Background: an optimization exercise with open tools, aiming at a short achievable clock period and few clock cycles. Do not read the settings as production practice.
Only simulation tests tie the RTL to the original design; equivalence was not proved.
Power is estimated from default activity; no workload was simulated.

// multi_cycle_mips
module multi_cycle_mips #(
  parameter logic [31:0] RESET_PC        = 32'h0000_0000,
  parameter int          MEM_AW          = 32,
  parameter bit          TRAP_ON_ILLEGAL = 1'b1
) (
  input  logic              clk,
  input  logic              reset,
  output logic              mem_req,
  output logic              mem_we,
  output logic [MEM_AW-1:0] mem_addr,
  output logic [31:0]       mem_wdata,
  input  logic              mem_ready,
  input  logic [31:0]       mem_rdata,
  output logic              halted,
  output logic              retire
);
  logic        req_q, isd_q, we_q, kill_q;
  logic [29:0] addr_q;           
  logic [31:0] wdata_q;
  logic [4:0]  ldrd_q;           
  logic [29:0] st_a_q;           
  logic        halted_q, retire_q;
  logic [29:0] fpc_q;            
  logic        dv_q, d_pf_q, d_hit_q;
  logic [31:0] d_ir_q;
  logic [29:0] d_pc_q;
  logic        xv_q;
  logic [29:0] x_pc1_q, x_bt_q;
  logic [4:0]  x_idx_q;
  logic [4:0]  x_rs_q, x_rt_q, x_dst_q;
  logic        x_wen_q, x_urs_q, x_urt_q, x_uimm_q;
  logic        x_lw_q, x_sw_q, x_beq_q, x_bne_q, x_ill_q, x_pf_q;
  logic [9:0]  x_sel_q;
  logic [31:0] x_imm_q, a_q, b_q;
  logic        fax_q, fal_q, fbx_q, fbl_q;
  logic        sa_r, sa_l, sa_a, sb_i, sb_r, sb_l, sb_b;    
  logic [31:0] r_q, l_q;
  logic        w_we_q;
  logic [4:0]  w_rd_q;
  logic [31:0] rf [32];
  localparam int CI = 5;                
  localparam int CT = 14 - CI;          
  localparam int CN = 1 << CI;
  logic [CN-1:0] cv_q;
  logic [15:0]   creg_q;
  logic [CT-1:0] ctag [CN];
  logic [31:0]   cins [CN];
  logic          cj   [CN];          
  logic          cbr  [CN];          
  logic          cdyn [CN];          
  logic [13:0]   ctgt [CN];
  logic done, busy, port_fetch, fetch_ok, ld_done, st_done;
  assign done       = req_q & mem_ready;
  assign busy       = req_q & ~mem_ready;
  assign port_fetch = req_q & ~isd_q;
  assign fetch_ok   = port_fetch & mem_ready & ~kill_q;
  assign ld_done    = done & isd_q & ~we_q;
  assign st_done    = done & isd_q & we_q;
  assign mem_req   = req_q;
  assign mem_we    = we_q;
  ...
export LEC_CHECK = 0
export ABC_CLOCK_PERIOD_IN_PS = 4500
export CAP_MARGIN = 20
export CORE_MARGIN = 2
export CORE_UTILIZATION = 50
export SETUP_SLACK_MARGIN = 5
export SLEW_MARGIN = 20
create_clock -name core_clock -period 10.0 [get_ports {clk}]
run.sh (not shown) runs the stock make flow with config.mk's settings and CLKGATE_MAP_FILE= SYNTH_SCRIPT=/design/flow/synth_recipe.tcl, a recipe that flattens the netlist after the stock synthesis.
Testbench counts at the start, summed over its fixed seeds: cycles 110,776.
Then changed:
--- a/flow/design.v
+++ b/flow/design.v
@@ -242,36 +242,56 @@
     d_rb = (d_rt == 5'd0) ? 32'd0 : rf[d_rt];
     if (w_we_q && w_rd_q == d_rs) d_ra = r_q;
     if (w_we_q && w_rd_q == d_rt) d_rb = r_q;
   end
   logic d_adv, d_go;
   assign d_go  = dv_q & x_free;
   assign d_adv = d_go & ~redirect;
   logic d_redirect;
   assign d_redirect = dv_q & ~d_hit_q & d_pt & ~d_pf_q & ~redirect;
-  logic [CI-1:0] c_idx;
-  logic          c_hit, c_ok, f_ok, f_any, d_free;
+  logic          c_hit, c_ok, f_ok, f_any, d_free, c_take;
   logic [29:0]   f_pc1, m_next, c_next, f_next, nf;
   logic          m_j;
-  assign c_idx  = fpc_q[CI-1:0];
-  assign c_hit  = cv_q[c_idx] & (ctag[c_idx] == fpc_q[13:CI]) & (creg_q == fpc_q[29:14]);
+  logic [CN-1:0] fidx_q, l_hit, l_take;
+  logic [13:0]   c_tgt;
+  logic [31:0]   c_ins;
+  always_comb begin
+    c_tgt = '0;
+    c_ins = '0;
+    for (int i = 0; i < CN; i++) begin
+      l_hit[i]  = cv_q[i] & (ctag[i] == fpc_q[13:CI]);
+      l_take[i] = cj[i] | (cbr[i] & cdyn[i]);
+      c_tgt = c_tgt | ({14{fidx_q[i]}} & ctgt[i]);
+      c_ins = c_ins | ({32{fidx_q[i]}} & cins[i]);
+    end
+  end
+  assign c_hit  = |(fidx_q & l_hit) & (creg_q == fpc_q[29:14]);
+  assign c_take = |(fidx_q & l_take);
   assign d_free = ~dv_q | x_free;
   assign c_ok   = ~port_fetch & c_hit & d_free & ~halted_q;
   assign f_any  = fetch_ok | c_ok;
   assign f_ok   = f_any & ~redirect & ~d_redirect;
   assign f_pc1  = fpc_q + 30'd1;
   assign m_j    = (mem_rdata[31:27] == 5'b00001);
   assign m_next = m_j ? {f_pc1[29:26], mem_rdata[25:0]} : f_pc1;
-  logic c_take;
-  assign c_take = cj[c_idx] | (cbr[c_idx] & cdyn[c_idx]);
-  assign c_next = c_take ? {fpc_q[29:14], ctgt[c_idx]} : f_pc1;
+  assign c_next = c_take ? {fpc_q[29:14], c_tgt} : f_pc1;
   assign f_next = c_hit ? c_next : m_next;
   assign nf     = redirect ? x_target : (d_redirect ? d_tgt : (f_ok ? f_next : fpc_q));
+  function automatic logic [CN-1:0] onehot(input logic [CI-1:0] v);
+    onehot = '0;
+    onehot[v] = 1'b1;
+  endfunction
+  logic [CN-1:0] oh_pc1, oh_f, oh_n;
+  assign oh_pc1 = {fidx_q[CN-2:0], fidx_q[CN-1]};
+  assign oh_f   = c_hit ? (c_take ? onehot(c_tgt[CI-1:0]) : oh_pc1)
+                        : (m_j ? onehot(mem_rdata[CI-1:0]) : oh_pc1);
+  assign oh_n   = redirect ? (x_taken ? onehot(x_bt_q[CI-1:0]) : onehot(x_pc1_q[CI-1:0]))
+                           : (d_redirect ? onehot(d_tgt[CI-1:0]) : (f_ok ? oh_f : fidx_q));
   always_ff @(posedge clk) begin
     if (ld_done && ldrd_q != 5'd0) rf[ldrd_q] <= mem_rdata;
     if (w_we_q) rf[w_rd_q] <= r_q;
   end
   always_ff @(posedge clk) begin
     if (ex) r_q <= x_y;
     if (ld_done) l_q <= mem_rdata;
   end
   logic        fl_v, fl_j, fl_br, fl_pt, up_v, up_t;
@@ -329,28 +349,30 @@
     if (reset) begin
       req_q    <= 1'b0;
       isd_q    <= 1'b0;
       we_q     <= 1'b0;
       kill_q   <= 1'b0;
       addr_q   <= RESET_PC[31:2];
       wdata_q  <= '0;
       ldrd_q   <= '0;
       fpc_q    <= RESET_PC[31:2];
+      fidx_q   <= onehot(RESET_PC[CI+1:2]);
       halted_q <= 1'b0;
       retire_q <= 1'b0;
       dv_q     <= 1'b0;
       d_pf_q   <= 1'b0;
       xv_q     <= 1'b0;
       w_we_q   <= 1'b0;
     end else begin
       retire_q <= ex;
       if (halt_now) halted_q <= 1'b1;
       fpc_q <= nf;
+      fidx_q <= oh_n;
       if (busy) begin
         if ((redirect || d_redirect) && port_fetch) kill_q <= 1'b1;
       end else if (ex && x_mem) begin
         req_q   <= 1'b1;
         isd_q   <= 1'b1;
         we_q    <= x_sw_q;
         addr_q  <= x_sum[31:2];
         wdata_q <= x_b;
         ldrd_q  <= x_lw_q ? x_rt_q : 5'd0;
@@ -373,19 +395,19 @@
       w_we_q <= x_we;
     end
   end
   always_ff @(posedge clk) begin
     if (ex && x_sw_q) st_a_q <= x_sum[31:2];
     w_rd_q <= x_dst_q;
   end
   always_ff @(posedge clk) begin
     if (f_any) begin
-      d_ir_q <= port_fetch ? mem_rdata : cins[c_idx];
+      d_ir_q <= port_fetch ? mem_rdata : c_ins;
       d_pc_q <= fpc_q;
       d_hit_q <= c_hit;
     end
   end
   logic d_fax, d_fbx, d_fal, d_fbl, h_fal, h_fbl;
   assign d_fax = x_we & (x_dst_q == d_rs);
   assign d_fbx = x_we & (x_dst_q == d_rt);
   assign d_fal = ld_done & (ldrd_q != 5'd0) & (ldrd_q == d_rs);
   assign d_fbl = ld_done & (ldrd_q != 5'd0) & (ldrd_q == d_rt);
Effect:
- first-iteration DRC count grows by 20%
- power shrinks by 3.2%
- die area is about the same
- global-route usage grows by 3.8 points
- count of clock-buffer cells in the layout shrinks by 16
- final cell count grows by 7.8%
- setup slack gets better by 0.095 ns
- design area hardly moves
- utilization grows by 0.30 points
- via count grows by 11%
- clock skew shrinks by 0.0092 ns
Testbench counts after the change, summed over its fixed seeds: cycles 110,776.

-- static timing again, ports no longer ideal --
The flow's constraints put no driver on any port. The routed layouts listed below were extracted and timed again, unchanged, in two steps.
Step 1: set_driving_cell puts a clkbuf_16 on clk and a buf_2 on each other input, an assumption about the parent block.
Step 2 adds t to the input delays and takes it off the output delays; t is the mean of the earliest and latest rising clock arrival at the registers after step 1. Input paths then give back, and output paths get back, about the clock's delay inside the block.
Three values: no drivers, after step 1, after step 2; two values: the first two.
run	shift t [ns]	setup slack, ns	worst hold slack (ns)	latest minus earliest clock arrival (ns)	cell pins on the clock port's net
the first run	1.071	4.868 / 4.868 / 4.080	0.358 / 0.358 / 0.358	0.069 / 0.070	1
the second run	1.085	4.964 / 4.964 / 3.959	0.345 / 0.345 / 0.345	0.061 / 0.061	1
After both steps every run listed still meets setup and hold. For the second run, which loses most, drivers alone change the setup slack by 0.000 ns; drivers and shift together by -1.005 ns.
